This is an optimization exercise on Yosys and OpenROAD, whose aim is small area, a short achievable clock period and few clock cycles per item, not a production implementation.
In this exercise RTL edits were held to simulation tests only and were not proved equivalent to the original.
Power figures rest on the tool's default switching activity, not on a simulated workload.

==> flow/design.v (outline; a module is shown in full before it is edited, if it fits) <==
// module execute_mc: 2989 lines
module execute_mc #(
  parameter int N      = 64,
  parameter int MUL_EN = 1
) (
  input  logic         clk,
  input  logic         reset,
  input  logic         valid_E,
  input  logic         flush_E,
  input  logic         AluSrc,
  input  logic [3:0]   AluControl,
  input  logic         MulOp,
  input  logic [N-1:0] PC_E,
  input  logic [N-1:0] signImm_E,
  input  logic [N-1:0] readData1_E,
  input  logic [N-1:0] readData2_E,
  output logic         stall_E,
  output logic [N-1:0] PCBranch_M,
  output logic [N-1:0] aluResult_M,
  output logic [N-1:0] writeData_M,
  output logic         zero_M,
  output logic         valid_M
);
  // ...
==> flow/run.sh <==
#!/bin/bash
# synth_recipe.tcl (not shown) runs the flow's synth.tcl, then flattens the netlist and writes it again
# the make line also repeats each setting of config.mk as NAME=value (left out here)
make -C /OpenROAD-flow-scripts/flow DESIGN_CONFIG=/design/flow/config.mk WORK_HOME=/design/flow/orfs CLKGATE_MAP_FILE= SYNTH_SCRIPT=/design/flow/synth_recipe.tcl finish
==> flow/config.mk <==
export PLATFORM = sky130hd
export DESIGN_NAME = execute_mc
export DESIGN_NICKNAME = execute_mc
export VERILOG_FILES = /design/flow/design.v
export SDC_FILE = /design/flow/constraint.sdc
export NUM_CORES = 4
export LEC_CHECK = 0
export CAP_MARGIN = 20
export CORE_MARGIN = 2
export CORE_UTILIZATION = 55
export SETUP_SLACK_MARGIN = 3.8
export SLEW_MARGIN = 20
export TNS_END_PERCENT = 5
==> flow/constraint.sdc <==
create_clock -name core_clock -period 7.0 [get_ports {clk}]
set_input_delay 1.4000 -clock core_clock [delete_from_list [all_inputs] [get_ports {clk}]]
set_output_delay 1.4000 -clock core_clock [all_outputs]
set_load 0.01 [all_outputs]
==> run summary, run 1 <==
wire per inst 28.77 um; met1 WL 70.82 mm; Die ar. 76,930 sq um; Netlist Area Pre-Place 41,100 sq um; R2R Path End S_q[58]; Nets 6,091; register area share after synthesis 13.74%; CLK BUF 53; Die W 277.4 um; VDD IR-drop max 227.5 uV; Die H 277.4 um; met2 Use GR 62.66%; relative slew slack 24.40%; final hold vios 0; CTS tree built; simple-gate share of the synthesized area 11.26%; setup bufs post-CTS 45; vias 41,290; Post-synth EDFFs 0; part of the power in the clock network 13.0%; Setup Total Neg Slack 0 ns; outcome no timing/DRC/antenna violations; Ys Warns 1; Signal buffers 633; Max-Cap Viols 0; FFs & Latches 282; Cells after Synth 5,014; I/O pins 461; critical path's largest stage delay 0.64 ns; drt drc 0; Clock Sinks 282; deepest clock path buffer count 3; Slew Viols, Final 0; invs w/o clock 368; layout filler cell count 6,406; Final Worst Setup Slack 2.493 ns; htree depth 2
Testbench counts, summed over its fixed seeds: cycles 38,096, instrs 24,000.
==> run 2, diff against run 1 <==
--- a/flow/config.mk
+++ b/flow/config.mk
@@ -5,9 +5,10 @@
 export SDC_FILE = /design/flow/constraint.sdc
 export NUM_CORES = 4
 export LEC_CHECK = 0
+export ABC_AREA = 1
 export CAP_MARGIN = 20
 export CORE_MARGIN = 2
 export CORE_UTILIZATION = 55
-export SETUP_SLACK_MARGIN = 3.8
+export SETUP_SLACK_MARGIN = 3.7
 export SLEW_MARGIN = 20
 export TNS_END_PERCENT = 5
==> run summary, run 2 <==
outcome no timing/DRC/antenna violations; Layout area overhead 24.11%; vias in the first global route 44,710; deepest clock path buffer count 3 (unchanged); core area 74,570 sq um; DR vias/cell 6.395; VDD IR-drop max 192.0 uV (-16%); Setup WS pre-CTS 1.371 ns; Placer Congestion 1.036; Clock Sinks 282 (unchanged); largest net degree at the start of global routing 84; PortBufs 460; synthesized area per cell 7.130 sq um; final cell count without fillers 7,251; CTS tree built; wire per inst 26.16 um (-9.1%); Netlist Area Pre-Place 41,460 sq um (+0.89%); Cells after Synth 5,815 (+16%); library cells used by synthesis 64; I/O pins 461 (unchanged); Initial Util 55.60%; htree depth 2 (unchanged); Setup Total Neg Slack 0 ns (unchanged); count leader, synth nand2_1; Slew Viols, Final 0 (unchanged); Placed Area 46,270 sq um; HP Class reg2reg; hold_ws 0.4887 ns; Max-Cap Viols 0 (unchanged); Max FO, Critical Path 2; clk slew on worst S/H paths 0.05 ns; Synth Flop Type dfxtp_1; Crit path required time 5.60 ns; Total Routed Length 189.7 mm; fraction of layout cells with a size suffix above 1 13.00%; layout filler cell count 6,300 (-1.7%); initial antenna violation count 12; Die ar. 77,600 sq um (+0.87%); most common cell after layout, fill and taps aside nand2_1; clk_skew 0.03189 ns; Synth area leader fa_1; r2r worst-path depth 10; Post-synth EDFFs 0 (unchanged); synth top area cells fa_1 (17%), dfxtp_1 (14%), xor2_1 (10%); commonest cells after routing, fill and taps aside nand2_1 (988), inv_1 (777), o22ai_1 (489); DR pass1 iterations 10; commonest cells in the netlist nand2_1 (1,061), inv_1 (849), o22ai_1 (494); vias 46,370 (+12%); FFs w/ async S/R, synth 0%; Critical Path AT 2.49 ns; final hold vios 0 (unchanged); drt first-iter violations 6,310; leakage 24.10 nW; Ys Warns 1 (unchanged); post-layout min period 3.893 ns; RSZ-0062 raised after global routing yes; Final ANT Viol Nets 0; Nets 7,118 (+17%); P per Cell Area 286.9 nW/um^2; clk root buf clkbuf_16; final setup vio count 0; fin area 51,460 sq um; Seq cells post-synth 282; GRT Total Usage 47.67%; dpl hpwl 131.9 mm; dpl cells 6,958; relative slew slack 23.51% (-0.89 points); Mapped Nets 6,685; gr ovfl total 0; Worst-Margin Slew 1.147 ns; Die W 278.6 um (+0.44%); post-synth top area share 17.48%; Final Worst Setup Slack 3.107 ns (+0.6140 ns); clock latency (worst-skew pair) 0.63 ns; register area share after synthesis 13.62% (-0.12 points); # rows 100; cts hold-fix bufs 0; TritonCTS Buffers 38; Crit Path Category reg2out; first-pass GRT wire length 279.9 mm; Die H 278.6 um (+0.44%); Worst Setup End Kind output pin; startpoint types register; fmax 256.9 MHz; drt drc 0 (unchanged); WHS Path Cells 2; period utilization 55.61%
## run 2: layout make-up
cell class                 count  area (sq um)  area share [%]
antenna                        7         17.52         0.03404
clock inverter                19         284.0          0.5520
sequential                   282          5698           11.07
tap                          969          1212           2.356
timing repair buffer         717          7312           14.21
clock buffer                  48          1070           2.079
timing repair inverter         7         57.56          0.1119
multi-input combinational   4310         32230           62.63
inverter                     892          3580           6.957
## run 2: kinds of logic (layout without fill, tap and decap cells)
| kind of cell | after synthesis | in the layout | synth area share (%) |
|---|---|---|---|
| buf+inv | 1227 | 1683 | 11.64 |
| fa+ha+maj | 604 | 604 | 24.78 |
| xor+xnor | 506 | 506 | 10.69 |
| simple gates | 1810 | 1814 | 18.81 |
| flops | 282 | 282 | 13.62 |
| other cells | 0 | 7 | 0 |
| compound gates | 1368 | 1368 | 20.02 |
| mux | 18 | 18 | 0.4406 |
## run 2: through the flow
step	utilization (%)	power, W
floorplan	-	0.008727
global placement	62.05	0.01136
detailed placement	62.05	0.01157
CTS	68.37	0.01436
global route	68.99	0.01604
finish	69.00	0.01476
## run 2: worst paths after layout
check             startpoint       to  slack [ns]
setup / recovery     S_q[62]   zero_M        3.11
hold / removal         fin_q    cpa_q        0.49
setup reg to reg     A_q[28]  C_q[32]        3.21
hold reg to reg        fin_q    cpa_q        0.49
## run 2: metal layers
metal / track usage, % / vias up / wire length (um)
li1: - / 20180 / -
met1: 60.76 / 21640 / 69410
met2: 68.66 / 3718 / 76510
met3: 20.46 / 818 / 31240
met4: 23.63 / 14 / 12310
met5: 1.001 / - / 183
## run 2: worst max-delay path, cell delays in order (launching register included)
cell and delay [ns]:
dfxtp_4 0.36, nor4_4 0.41, nand4_1 0.54, nor4_2 0.40
buf_2 0.17
## run 2: report_power, final
| group | internal, W | switching, W | total, W |
|---|---|---|---|
| Sequential | 0.00190 | 0.000366 | 0.00226 |
| Combinational | 0.00435 | 0.00592 | 0.0103 |
| Clock | 0.00131 | 0.000924 | 0.00223 |
| Total | 0.00755 | 0.00721 | 0.0148 |
## run 2: what timing repair did
action                                  4_1_cts  5_1_grt
endpoints found under the setup margin      217      186
gates cloned                                 22        2
buffers inserted                            176       19
pin swaps                                   134       37
gates resized for setup                     593      106
==> run 3, diff against run 2 <==
==> flow/flow/run.sh (new file) <==
#!/bin/bash
export BUFFER_PORTS_ARGS="-buffer_cell sky130_fd_sc_hd__buf_1"
export RECOVER_POWER=100
bash standard.sh > standard.log 2>&1
==> flow/standard.sh (new file) <==
#!/bin/bash
# synth_recipe.tcl (not shown) runs the flow's synth.tcl, then flattens the netlist and writes it again
# the make line also repeats each setting of config.mk as NAME=value (left out here)
make -C /OpenROAD-flow-scripts/flow DESIGN_CONFIG=/design/flow/config.mk WORK_HOME=/design/flow/orfs CLKGATE_MAP_FILE= SYNTH_SCRIPT=/design/flow/synth_recipe.tcl "${@:-finish}"
--- a/flow/config.mk
+++ b/flow/config.mk
@@ -5,10 +5,9 @@
 export SDC_FILE = /design/flow/constraint.sdc
 export NUM_CORES = 4
 export LEC_CHECK = 0
-export ABC_AREA = 1
 export CAP_MARGIN = 20
 export CORE_MARGIN = 2
 export CORE_UTILIZATION = 55
-export SETUP_SLACK_MARGIN = 3.7
+export SETUP_SLACK_MARGIN = 3.8
 export SLEW_MARGIN = 20
 export TNS_END_PERCENT = 5
removed: flow/run.sh
==> run summary, run 3 <==
met3 GRT Util 16.03% (-4.4 points); register area share after synthesis 13.74% (+0.12 points); commonest cells in the netlist nand2_1 (459), xnor2_1 (387), a22oi_1 (367); DR vias/cell 6.585 (+3.0%); PortBufs 460 (unchanged); Seq cells post-synth 282 (unchanged); Slew Viols, Final 141 (+141); P per Cell Area 337.1 nW/um^2 (+17%); HP Class reg2reg; delay-heaviest family, CP buffers and inverters; CP max-delay cell clkbuf_1; synthesized area per cell 8.197 sq um (+15%); initial antenna violation count 13 (+1); Die H 277.4 um (-0.43%); htree depth 2 (unchanged); Netlist Area Pre-Place 41,100 sq um (-0.88%); clock latency (worst-skew pair) 0.59 ns (-0.04 ns); vias 40,670 (-12%); final setup vio count 0 (unchanged); I/O pins 461 (unchanged); Max FO, Critical Path 38 (+36); Crit path required time 7.52 ns (+1.92 ns); SO Faults capacitance limit, slew limit; largest net degree at the start of global routing 188 (+120%); VDD IR-drop max 220.8 uV (+15%); core area 74,200 sq um (-0.50%); fmax 168.6 MHz (-34%); layout filler cell count 6,893 (+9.4%); Synth Flop Type dfxtp_1; Crit Path Category in2reg; hold_ws 0.5047 ns (+0.01606 ns); most common cell after layout, fill and taps aside nand2_1; Setup WS pre-CTS 1.199 ns (-0.1719 ns); final cell count without fillers 6,176 (-15%); Final ANT Viol Nets 0 (unchanged); Worst Setup End Kind register; Final Worst Setup Slack 1.070 ns (-2.037 ns); Critical Path AT 6.45 ns (+3.96 ns); clk slew on worst S/H paths 0.06 ns (about the same); dpl hpwl 130.6 mm (-0.96%); Max-Cap Viols 4 (+4); fraction of layout cells with a size suffix above 1 5.886% (-7.1 points); TritonCTS Buffers 38 (unchanged); GRT Total Usage 44.83% (-2.8 points); first-pass GRT wire length 256.9 mm (-8.2%); Clock Sinks 282 (unchanged); clk_skew 0.03094 ns (-0.0009581 ns); deepest clock path buffer count 3 (unchanged); startpoint types input port; Die W 277.4 um (-0.43%); clk root buf clkbuf_16; met2 Use GR 60.57% (-8.1 points); vias in the first global route 37,610 (-16%); wire per inst 29.15 um (+11%); DR pass1 iterations 6 (-4); Setup Total Neg Slack 0 ns (unchanged); FFs w/ async S/R, synth 0% (unchanged); Initial Util 55.39% (-0.21 points); most frequent CP cell clkbuf_1; outcome failed layout checks; Nets 6,045 (-15%); post-layout min period 5.930 ns (+2.037 ns); Layout area overhead 9.931%; Total Routed Length 180.0 mm (-5.1%); Worst-Margin Slew 2.216 ns (+1.068 ns); Die ar. 76,930 sq um (-0.87%); Mapped Nets 5,884 (-12%); Post-synth EDFFs 0 (unchanged); synth top area cells fa_1 (18%), dfxtp_1 (14%), xnor2_1 (8.2%); gr ovfl total 0 (unchanged); leakage 17.90 nW (-26%); Synth area leader fa_1; count leader, synth nand2_1; # rows 100 (unchanged); period utilization 84.71% (+29 points); relative slew slack -47.72% (-71 points); Ys Warns 1 (unchanged); dpl cells 6,068 (-13%); commonest cells after routing, fill and taps aside nand2_1 (458), buf_1 (440), xnor2_1 (384); GR peak layer met1; Cell Chain, Critical Path clkbuf_1 > clkbuf_1 > nand3b_1 > nor2_1 > a21o_1 > clkbuf_1 > o21ai_0 > nand3_1 > a21oi_2 > nor3_1 > a221o_1; Crit path buffers/inverters 3 (+2); post-synth top area share 17.63% (+0.15 points); Cells after Synth 5,014 (-14%); library cells used by synthesis 88 (+38%); final hold vios 0 (unchanged); CTS tree built; RSZ-0062 raised after global routing yes; critical path's largest stage delay 1.49 ns (+0.95 ns); drt first-iter violations 5,538 (-12%); Placer Congestion 0.9832 (-5.1%); drt drc 0 (unchanged); M1 GR Usage 65.00% (+4.2 points)
## run 3: cell types whose count changed after synthesis, moves of 96 or more
cell | previous run | this run
a21oi_1 | 377 | 271
a22oi_1 | 19 | 367
clkbuf_1 | 212 | 357
inv_1 | 849 | 366
nand2_1 | 1061 | 459
nand3_1 | 302 | 53
nor2_1 | 230 | 134
o21ai_0 | 176 | 333
o22ai_1 | 494 | 1
xnor2_1 | 17 | 387
xor2_1 | 489 | 256
## run 3: path summary, 6_finish.rpt
path | startpoint | end | slack [ns] | cells past startpoint
hold reg to reg | A_q[10] | A_q[22] | 0.50 | 2
setup reg to reg | done_q[0] | S_q[19] | 1.41 | 13
hold / removal | A_q[10] | A_q[22] | 0.50 | 2
setup / recovery | AluControl[0] | S_q[48] | 1.07 | 11
## run 3: report_power, final
part	internal (W)	switching, W	leakage (nW)	total (W)
clock	0.00124	0.000848	0.621	0.00209
sequential	0.00190	0.000585	2.38	0.00248
combinational	0.00432	0.00633	14.9	0.0107
## run 3: metal layers
layer | vias to the layer above | part of all wire, % | wire [um]
li1 | 17870 | - | -
met3 | 398 | 15 | 27550
met5 | - | 0.041 | 73
met4 | 12 | 4.3 | 7802
met1 | 19570 | 41 | 73970
met2 | 2819 | 39 | 70650
## run 3: worst reg2reg max path: cells and delay by family, from the launching register on
family                   cells  cell delay (ns)
buffers and inverters        3             1.76
adder cells (fa/ha/maj)      4             1.51
AO/OA/AOI/OAI                4             1.24
flip-flops                   1             0.55
XOR/XNOR                     1             0.24
AND/OR/NAND/NOR              1             0.14
## run 3: cell families (layout without fill, tap and decap cells)
group	count (synthesis)	in the layout	synth area share (%)
AO/OA/AOI/OAI	1434	1434	23.25
AND/OR/NAND/NOR	1000	1000	11.26
buffers and inverters	835	1020	7.660
adder cells (fa/ha/maj)	676	676	26.75
XOR/XNOR	643	643	13.70
flip-flops	282	282	13.74
multiplexers	144	144	3.632
other	0	8	0
## run 3: what timing repair did
action / CTS / global route
endpoints found under the hold margin: 0 / 0
resized for setup: 67 / 70
cloned: 3 / 1
pin swaps: 27 / 27
buffers inserted: 10 / 22
setup endpoints to repair: 200 / 207
hold buffers: 0 / 0
## run 3: final cells by class
| class | instances | area, sq um | area share (%) |
|---|---|---|---|
| multi-input combinational | 3897 | 32620 | 72.20 |
| sequential | 282 | 5708 | 12.63 |
| timing repair buffer | 588 | 2959 | 6.550 |
| inverter | 368 | 1389 | 3.074 |
| tap | 969 | 1212 | 2.684 |
| clock buffer | 52 | 1095 | 2.423 |
| clock inverter | 12 | 178.9 | 0.3960 |
| antenna | 8 | 20.02 | 0.04431 |
## run 3: stage by stage
step / power, W / util [%] / area (sq um)
floorplan: 0.008697 / - / 41210
global placement: 0.01249 / 58.12 / 43120
detailed placement: 0.01243 / 58.12 / 43120
CTS: 0.01472 / 60.44 / 44850
global route: 0.01628 / 60.89 / 45170
finish: 0.01523 / 60.89 / 45180
==> run 4, diff against run 3 <==
==> flow/flow/run.sh (replaced) <==
#!/bin/bash
set -euo pipefail
export BUFFER_PORTS_ARGS="-buffer_cell sky130_fd_sc_hd__buf_1"
R=orfs/results/sky130hd/execute_mc/base
bash standard.sh synth > synth.log 2>&1
cp $R/1_2_yosys.v $R/1_2_yosys.synth.v
python3 flow/polarity.py $R/1_2_yosys.synth.v $R/1_2_yosys.v > polarity.log 2>&1
rm -f $R/1_synth.odb
bash standard.sh > finish.log 2>&1
==> flow/flow/polarity.py (new file) <==
#!/usr/bin/env python3
"""Remove inverters around full-adder cells by choosing each full adder's polarity.

A full adder is self-dual: FA(~a, ~b, ~c) = (~cout, ~sum). Synthesis leaves many inverters
between fa cells; this flips full adders (inverting all their inputs and outputs) where that
lowers the number of inverters, then rebuilds the inverters each signal needs.
Registers and all other cells are left as they are. Usage: polarity.py in.v out.v
"""
import re
import sys

src = open(sys.argv[1]).read()
cell_re = re.compile(r'^(\s*)(sky130_fd_sc_hd__\w+)\s+(\S+)\s*\((.*?)\);\n', re.S | re.M)
pin_re = re.compile(r'\.(\w+)\(\s*([^()]*?)\s*\)')

cells = []          # [type, name, {pin: net}, span]
for m in cell_re.finditer(src):
    pins = dict(pin_re.findall(m.group(4)))
    cells.append([m.group(2), m.group(3), pins, m.span()])

OUTP = {'X', 'Y', 'Q', 'Q_N', 'COUT', 'SUM', 'HI', 'LO'}
def is_inv(t):
    return re.match(r'sky130_fd_sc_hd__(clk)?inv_\d+$', t) is not None
def is_fa(t):
    return re.match(r'sky130_fd_sc_hd__fa_\d+$', t) is not None

drv = {}            # net -> cell index
for k, (t, n, pins, _) in enumerate(cells):
    for p, net in pins.items():
        if p in OUTP:
            drv[net] = k

# nets used outside cell pins (assign statements, ports) are protected
body_wo_cells = cell_re.sub('', src)
protected = set()
for m in re.finditer(r'assign\s+(.*?);', body_wo_cells, re.S):
    for tok in re.findall(r'[\\]?[A-Za-z_][\w$\[\]\.]*(?:\s*\[\d+\])?', m.group(1)):
        protected.add(tok.strip())
port_names = set()
for m in re.finditer(r'^\s*(input|output)\s+(?:\[\d+:\d+\]\s*)?(\S+);', src, re.M):
    port_names.add(m.group(2))
def is_port_net(net):
    base = net.split('[')[0].strip()
    return base in port_names

def root(net):
    par = 0
    seen = 0
    while net in drv and is_inv(cells[drv[net]][0]):
        net = cells[drv[net]][2]['A']
        par ^= 1
        seen += 1
        if seen > 100:
            raise SystemExit('inverter loop')
    return net, par

inv_cells = [k for k, c in enumerate(cells) if is_inv(c[0])]
fa_cells = [k for k, c in enumerate(cells) if is_fa(c[0])]

# signals (roots) touching full adders
S = set()
for k in fa_cells:
    pins = cells[k][2]
    for p in ('A', 'B', 'CIN'):
        S.add(root(pins[p])[0])
    for p in ('COUT', 'SUM'):
        if p in pins:
            S.add(pins[p])

# inverter trees of these signals; frozen if any inverter output is protected or a port
tree = {v: [] for v in S}
for k in inv_cells:
    out = cells[k][2]['Y']
    v, par = root(out)
    if v in tree:
        tree[v].append(k)
frozen = set()
for v in S:
    if v in protected or is_port_net(v):
        pass
    for k in tree[v]:
        out = cells[k][2]['Y']
        if out in protected or is_port_net(out):
            frozen.add(v)

# consumers of each signal: (cell index, pin, parity)
cons = {v: [] for v in S}
for k, (t, n, pins, _) in enumerate(cells):
    if is_inv(t):
        continue
    for p, net in pins.items():
        if p in OUTP:
            continue
        v, par = root(net)
        if v in cons:
            cons[v].append((k, p, par))

xflip = {k: 0 for k in fa_cells}
fa_out = {}         # signal -> fa cell driving it
for k in fa_cells:
    for p in ('COUT', 'SUM'):
        if p in cells[k][2]:
            fa_out[cells[k][2][p]] = k
fixed = set()
for v in frozen:
    if v in fa_out:
        fixed.add(fa_out[v])
    for (k, p, par) in cons[v]:
        if k in xflip:
            fixed.add(k)

def phys(v):
    return xflip[fa_out[v]] if v in fa_out else 0
def need_inv(v):
    pv = phys(v)
    for (k, p, par) in cons[v]:
        q = par ^ (xflip[k] if k in xflip else 0)
        if q != pv:
            return 1
    return 0
def touched(k):
    pins = cells[k][2]
    sig = set(root(pins[p])[0] for p in ('A', 'B', 'CIN'))
    for p in ('COUT', 'SUM'):
        if p in pins:
            sig.add(pins[p])
    return sig

before = sum(need_inv(v) for v in S if v not in frozen)
orig_invs = sum(len(tree[v]) for v in S if v not in frozen)
improved = True
passes = 0
while improved and passes < 50:
    improved = False
    passes += 1
    for k in fa_cells:
        if k in fixed:
            continue
        sig = [v for v in touched(k) if v not in frozen]
        c0 = sum(need_inv(v) for v in sig)
        xflip[k] ^= 1
        c1 = sum(need_inv(v) for v in sig)
        if c1 < c0:
            improved = True
        else:
            xflip[k] ^= 1
after = sum(need_inv(v) for v in S if v not in frozen)
sys.stderr.write(f"polarity: {len(fa_cells)} full adders, {sum(xflip.values())} flipped; "
                 f"inverters on their signals {orig_invs} -> {after} (before flips {before})\n")

def esc(net):
    return net + ' ' if net.startswith('\\') else net

# rebuild
new_pins = {}       # cell index -> {pin: net}
remove = set()
add_cells = []
add_wires = []
nid = 0
for v in S:
    if v in frozen:
        continue
    for k in tree[v]:
        remove.add(k)
    pv = phys(v)
    vbar = None
    if need_inv(v):
        # reuse an existing first-level inverter's name if there is one
        for k in tree[v]:
            if cells[k][2]['A'] == v:
                vbar = cells[k][2]['Y']
                iname = cells[k][1]
                break
        if vbar is None:
            nid += 1
            vbar = f"_polinv_{nid}_"
            iname = f"_polinv_cell_{nid}_"
            add_wires.append(vbar)
        add_cells.append(f"  sky130_fd_sc_hd__inv_1 {iname} (\n    .A({esc(v)}),\n    .Y({esc(vbar)})\n  );\n")
    for (k, p, par) in cons[v]:
        q = par ^ (xflip[k] if k in xflip else 0)
        new_pins.setdefault(k, {})[p] = v if q == pv else vbar

out = []
last = 0
for k, (t, n, pins, span) in enumerate(cells):
    out.append(src[last:span[0]])
    last = span[1]
    if k in remove:
        continue
    if k in new_pins:
        pins = dict(pins)
        pins.update(new_pins[k])
        plist = ",\n".join(f"    .{p}({esc(net)})" for p, net in pins.items())
        out.append(f"  {t} {n} (\n{plist}\n  );\n")
    else:
        out.append(src[span[0]:span[1]])
    if k == len(cells) - 1:
        out.extend(add_cells)
out.append(src[last:])
res = "".join(out)
if add_wires:
    decl = "".join(f"  wire {w};\n" for w in add_wires)
    res = re.sub(r'(module execute_mc\(.*?\);\n)', lambda m: m.group(1) + decl, res, count=1, flags=re.S)
open(sys.argv[2], 'w').write(res)
--- a/flow/config.mk
+++ b/flow/config.mk
@@ -5,9 +5,10 @@
 export SDC_FILE = /design/flow/constraint.sdc
 export NUM_CORES = 4
 export LEC_CHECK = 0
+export ABC_AREA = 1
 export CAP_MARGIN = 20
 export CORE_MARGIN = 2
 export CORE_UTILIZATION = 55
-export SETUP_SLACK_MARGIN = 3.8
+export SETUP_SLACK_MARGIN = 3.7
 export SLEW_MARGIN = 20
 export TNS_END_PERCENT = 5
==> run summary, run 4 <==
outcome no timing/DRC/antenna violations; final setup vio count 0 (unchanged); Total Routed Length 173.1 mm (-3.8%); Ys Warns 1 (unchanged); Placer Congestion 0.9886 (+0.55%); fmax 250.8 MHz (+49%); Die H 276.2 um (-0.43%); Setup Total Neg Slack 0 ns (unchanged); P per Cell Area 299.8 nW/um^2 (-11%); Netlist Area Pre-Place 40,740 sq um (-0.88%); Critical Path AT 2.59 ns (-3.86 ns); most common cell after layout, fill and taps aside nand2_1; vias in the first global route 40,800 (+8.5%); TritonCTS Buffers 39 (+2.6%); DR vias/cell 6.274 (-4.7%); drt first-iter violations 4,962 (-10%); largest net degree at the start of global routing 84 (-55%); Crit Path Category reg2out; Mapped Nets 6,492 (+10%); Crit path required time 5.60 ns (-1.92 ns); Worst-Margin Slew 1.156 ns (-1.059 ns); # rows 99 (-1.0%); Die ar. 76,260 sq um (-0.86%); DR pass1 iterations 8 (+2); fraction of layout cells with a size suffix above 1 7.469% (+1.6 points); htree depth 2 (unchanged); HP Class reg2reg; Layout area overhead 11.01%; cts hold-fix bufs 0 (unchanged); leakage 20.84 nW (+16%); Worst R2R Setup Slack 3.09 ns (+1.68 ns); Max FO, Critical Path 4 (-89%); PortBufs 460 (unchanged); VDD IR-drop max 198.1 uV (-10%); relative slew slack 22.90% (+71 points); Nets 6,759 (+12%); Setup WS pre-CTS 1.395 ns (+0.1967 ns); initial antenna violation count 11 (-2); Worst Setup End Kind output pin; Hold EP cpa_q; layout filler cell count 6,979 (+1.2%); synthesized area per cell 7.246 sq um (-12%); dpl hpwl 127.8 mm (-2.2%); final hold vios 0 (unchanged); wire per inst 25.14 um (-14%); Clock Sinks 282 (unchanged); clock latency (worst-skew pair) 0.60 ns (about the same); Final Worst Setup Slack 3.014 ns (+1.943 ns); vias 43,200 (+6.2%); Slew Viols, Final 0 (-100%); Max-Cap Viols 0 (-4); clk slew on worst S/H paths 0.06 ns (about the same); CTS tree built; post-layout min period 3.987 ns (-1.943 ns); R2R Path End S_q[28]; WHS Path Cells 2 (unchanged); clk root buf clkbuf_16; period utilization 56.95% (-28 points); first-pass GRT wire length 256.3 mm (-0.23%); commonest cells after routing, fill and taps aside nand2_1 (1,032), inv_1 (645), o22ai_1 (493); Initial Util 55.74% (+0.35 points); Final ANT Viol Nets 0 (unchanged); FF+latch area 5663 sq um (-0.79%); min-delay src fin_q; I/O pins 461 (unchanged); gr ovfl total 0 (unchanged); GRT Total Usage 43.95% (-0.88 points); deepest clock path buffer count 3 (unchanged); drt drc 0 (unchanged); clk_skew 0.03413 ns (+0.003194 ns); core area 73,080 sq um (-1.5%); r2r worst-path depth 12 (-1); Die W 276.2 um (-0.43%); RSZ-0062 raised after global routing yes; startpoint types register; worst reg2reg path startpoint done_q[0]; Cells after Synth 5,622 (+12%); area of the multi-input gates 31,600 sq um (-3.1%)
-- run 4: cell type report --
class                   count  area share (%)
diodes                      9         0.04980
clock inverters            20          0.5368
inverters                 699           5.946
clock buffers              50           2.338
multi-input cells        4308           69.87
repair buffers            557           6.043
repair inverters            2         0.03874
flip-flops and latches    282           12.52
well taps                 959           2.653
-- run 4: through the flow --
| step | utilization [%] | hold slack, ns | instances | power, W | instance area [sq um] |
|---|---|---|---|---|---|
| finish | 61.88 | 0.5053 | 6886 | 0.01356 | 45220 |
| global route | 61.86 | 0.5327 | 6882 | 0.01486 | 45210 |
| CTS | 61.36 | 0.5106 | 6866 | 0.01335 | 44840 |
| detailed placement | 58.42 | 0.4849 | 6756 | 0.01105 | 42690 |
| global placement | 58.42 | 0.4799 | 6756 | 0.01096 | 42690 |
| floorplan | - | 0.4548 | 5622 | 0.008668 | 40820 |
-- run 4: how the worst max path moves through the flow --
stage / slack [ns] / depth (start not counted) / to / from
after detailed placement: 1.40 / 19 / S_q[33] / AluSrc
after floorplan: 2.72 / 22 / S_q[33] / AluSrc
after global placement: 1.50 / 19 / S_q[33] / AluSrc
after global routing: 2.94 / 18 / S_q[52] / AluSrc
final: 3.01 / 4 / zero_M / S_q[60]
after CTS: 3.14 / 23 / S_q[33] / AluSrc
-- run 4: critical path: stages (launching register included) --
cell and delay [ns]:
dfxtp_1 0.41, nor4_4 0.46, nand4_1 0.55, nor4_1 0.39
buf_1 0.19
-- run 4: repair_timing --
action,in CTS,in global routing
cloned,9,1
setup endpoints to repair,127,167
setup buffers,31,10
pin swaps,35,25
resized for setup,121,87
-- run 4: report_power, final --
part           internal, W  switching [W]  leakage [nW]
sequential         0.00189       0.000361          2.38
combinational      0.00374        0.00543          17.8
clock              0.00125       0.000886         0.645
total              0.00688        0.00667          20.8
-- run 4: metal layers --
metal	global-route usage, %	routed length, um	vias up
met4	18.19	8019	10
met5	0	69	-
met2	63.60	71540	2804
li1	-	-	19450
met3	17.37	25600	431
met1	58.21	67920	20510
==> run 5, diff against run 4 <==
==> flow/flow/run.sh (replaced) <==
#!/bin/bash
set -euo pipefail
export BUFFER_PORTS_ARGS="-buffer_cell sky130_fd_sc_hd__buf_1"
R=orfs/results/sky130hd/execute_mc/base
bash standard.sh MATCH_CELL_FOOTPRINT=0 synth > synth.log 2>&1
cp $R/1_2_yosys.v $R/1_2_yosys.synth.v
python3 flow/polarity.py $R/1_2_yosys.synth.v $R/1_2_yosys.v > polarity.log 2>&1
rm -f $R/1_synth.odb
bash standard.sh MATCH_CELL_FOOTPRINT=0 finish > finish.log 2>&1
==> run summary, run 5 <==
final setup vio count 0 (unchanged); Crit Path Category in2reg; Highest Signal Layer met5; leakage 21.30 nW (+2.2%); commonest cells after routing, fill and taps aside nand2_1 (1,029), inv_1 (628), o22ai_1 (493); Initial Util 55.74% (unchanged); Setup WS pre-CTS 1.422 ns (+0.02611 ns); GRT Total Usage 45.94% (+2.0 points); htree depth 2 (unchanged); Cells after Synth 5,622 (unchanged); Final ANT Viol Nets 0 (unchanged); CP max-delay cell nor2_4; initial antenna violation count 8 (-3); Clock Sinks 282 (unchanged); Nets 6,830 (+1.1%); cts hold-fix bufs 0 (unchanged); hold_ws 0.4899 ns (-0.01540 ns); TritonCTS Buffers 40 (+2.6%); fmax 255.6 MHz (+1.9%); sw frac 49.40% (+0.17 points); clock latency (worst-skew pair) 0.63 ns (+0.03 ns); fraction of layout cells with a size suffix above 1 9.135% (+1.7 points); synthesized area per cell 7.246 sq um (unchanged); Die ar. 76,260 sq um (unchanged); Die H 276.2 um (unchanged); first-pass GRT wire length 266.4 mm (+3.9%); Placed Area 42,670 sq um (about the same); DR vias/cell 6.392 (+1.9%); r2r worst-path depth 10 (-2); Placer Congestion 1.018 (+3.0%); vias 44,420 (+2.8%); outcome no timing/DRC/antenna violations; wire per inst 25.98 um (+3.3%); drt first-iter violations 6,204 (+25%); Seq pwr share 16.2% (-0.4 points); Critical Path AT 4.46 ns (+1.87 ns); Worst-Margin Slew 1.123 ns (-0.03372 ns); Die W 276.2 um (unchanged); core area 73,080 sq um (unchanged); NetSw 0.006938 W (+4.0%); Slew Viols, Final 0 (unchanged); layout filler cell count 6,825 (-2.2%); drt drc 0 (unchanged); part of the power in the clock network 15.8% (about the same); dpl hpwl 127.5 mm (-0.19%); met1 WL 69.67 mm (+2.6%); gr ovfl total 0 (unchanged); routed wl met2 74.02 mm (+3.5%); I/O pins 461 (unchanged); PortBufs 460 (unchanged); deepest clock path buffer count 3 (unchanged); P per Cell Area 303.1 nW/um^2 (+1.1%); # rows 99 (unchanged); DR pass1 iterations 6 (-2); period utilization 55.89% (-1.1 points); post-layout min period 3.912 ns (-0.07431 ns); Layout area overhead 13.75%; Total Routed Length 180.6 mm (+4.3%); WHS Path Cells 2 (unchanged); Gate power share 68.0% (+0.4 points); Max-Cap Viols 0 (unchanged); Ys Warns 1 (unchanged); Max FO, Critical Path 35 (+31); Final Worst Setup Slack 3.088 ns (+0.07431 ns); final hold vios 0 (unchanged); most frequent CP cell nor2_4; VDD IR-drop max 211.9 uV (+7.0%); RSZ-0062 raised after global routing yes; clk slew on worst S/H paths 0.06 ns (about the same); vias in the first global route 41,710 (+2.2%); clk root buf clkbuf_16; Crit path required time 7.55 ns (+1.95 ns); largest net degree at the start of global routing 85 (+1.2%); critical path's largest stage delay 0.78 ns (+0.23 ns); startpoint types input port; Worst Setup End Kind register; most common cell after layout, fill and taps aside nand2_1; CTS tree built; Netlist Area Pre-Place 40,740 sq um (unchanged); Mapped Nets 6,492 (unchanged); internal power 0.007106 W (+3.3%); met3 wire len 27.65 mm (+8.0%); relative slew slack 25.15% (+2.2 points); Setup Total Neg Slack 0 ns (unchanged); HP Class reg2reg; clk_skew 0.04829 ns (+0.01416 ns); fin area 46,340 sq um (+2.5%); Cell Chain, Critical Path clkbuf_2 > inv_2 > nor2_4 > nor2_4 > inv_4 > a21oi_1 > o21ai_1 > o211ai_1 > nand2_1
## run 5: cell types whose count changed in the layout (fill, tap and decap cells not counted), moves of 6 or more
cell / before / now
clkbuf_16: 40 / 54
buf_2: 7 / 1
diode_2: 9 / 3
clkbuf_2: 8 / 14
inv_2: 31 / 38
dfxtp_1: 276 / 269
buf_12: 4 / 17
clkinvlp_4: 2 / 18
buf_4: 68 / 115
inv_1: 645 / 628
## run 5: power by group through the flow
stage	clock network [W]	registers (W)	logic (W)
floorplan	0	0.00221	0.00646
global placement	0	0.00228	0.00880
detailed placement	0	0.00228	0.00890
CTS	0.00220	0.00225	0.00929
global route	0.00227	0.00229	0.0107
finish	0.00222	0.00227	0.00955
## run 5: per-stage QoR
stage                     total power, W  utilization (%)  std cells
final                            0.01404            63.41       6950
after global routing             0.01529            63.40       6949
after CTS                        0.01375            62.81       6929
after detailed placement         0.01118            58.38       6751
after global placement           0.01107            58.38       6751
after floorplan                 0.008669                -       5622
## run 5: layer usage
| layer | global-route usage (%) | up-vias |
|---|---|---|
| li1 | - | 19570 |
| met1 | 61.81 | 21030 |
| met2 | 66.17 | 3263 |
| met3 | 16.33 | 546 |
| met4 | 20.11 | 12 |
| met5 | 0 | - |
## run 5: cell type report
type	instances	area [sq um]	area share, %
Timing Repair inverter	5	43.79	0.09451
Tap cell	959	1200	2.589
Sequential cell	282	5677	12.25
Clock inverter	15	195.2	0.4212
Inverter	699	2758	5.951
Antenna cell	3	7.507	0.01620
Clock buffer	55	1180	2.546
Timing Repair Buffer	623	3620	7.812
Multi-Input combinational cell	4309	31660	68.32
## run 5: path summary, 6_finish.rpt
check | start | endpoint | slack [ns]
min | fin_q | cpa_q | 0.49
max | AluControl[0] | S_q[20] | 3.09
max reg2reg | A_q[32] | C_q[39] | 3.12
min reg2reg | fin_q | cpa_q | 0.49
## run 5: critical path: cells and delay by family
kind / cells / cell delay [ns]
buffers and inverters: 3 / 1.15
AND/OR/NAND/NOR: 3 / 1.14
AO/OA/AOI/OAI: 3 / 0.72
## run 5: timing repair
| item | CTS | global route |
|---|---|---|
| setup buffers | 90 | 16 |
| gates resized for setup | 245 | 77 |
| cloned | 18 | 2 |
| pin swaps | 42 | 29 |
| endpoints found under the setup margin | 154 | 176 |

[separate check: timing with driven ports]
In the flow no input, the clock included, has a driving cell. The finished layouts below were timed again as built, in two steps. Step 1 assumes that a clkbuf_16 drives the clock port and a buf_2 every other input. Step 2 also shifts input and output timing later by t, the mid clock arrival at the registers, as if the neighbouring blocks saw the same clock. Three values: no drivers, after step 1, after step 2; two values: the first two.
run | t (ns) | setup WS [ns] | slew at the worst register clock pin (ns) | worst slew at a driven data input, ns | cell pins on the clock port's net
run 1 | 0.653 | 2.493 / 2.290 / 1.637 | 0.07 / 0.07 | 0.32 | 1
run 2 | 0.683 | 3.107 / 3.039 / 2.413 | 0.07 / 0.07 | 0.19 | 1
run 3 | 0.641 | 1.070 / 1.098 / 0.456 | 0.07 / 0.07 | 0.22 | 1
run 4 | 0.655 | 3.014 / 2.921 / 2.266 | 0.07 / 0.07 | 0.22 | 1
run 5 | 0.675 | 3.088 / 2.957 / 2.282 | 0.07 / 0.07 | 0.25 | 1
For run 1, which loses most, drivers alone change the setup slack by -0.203 ns; drivers and shift together by -0.856 ns.
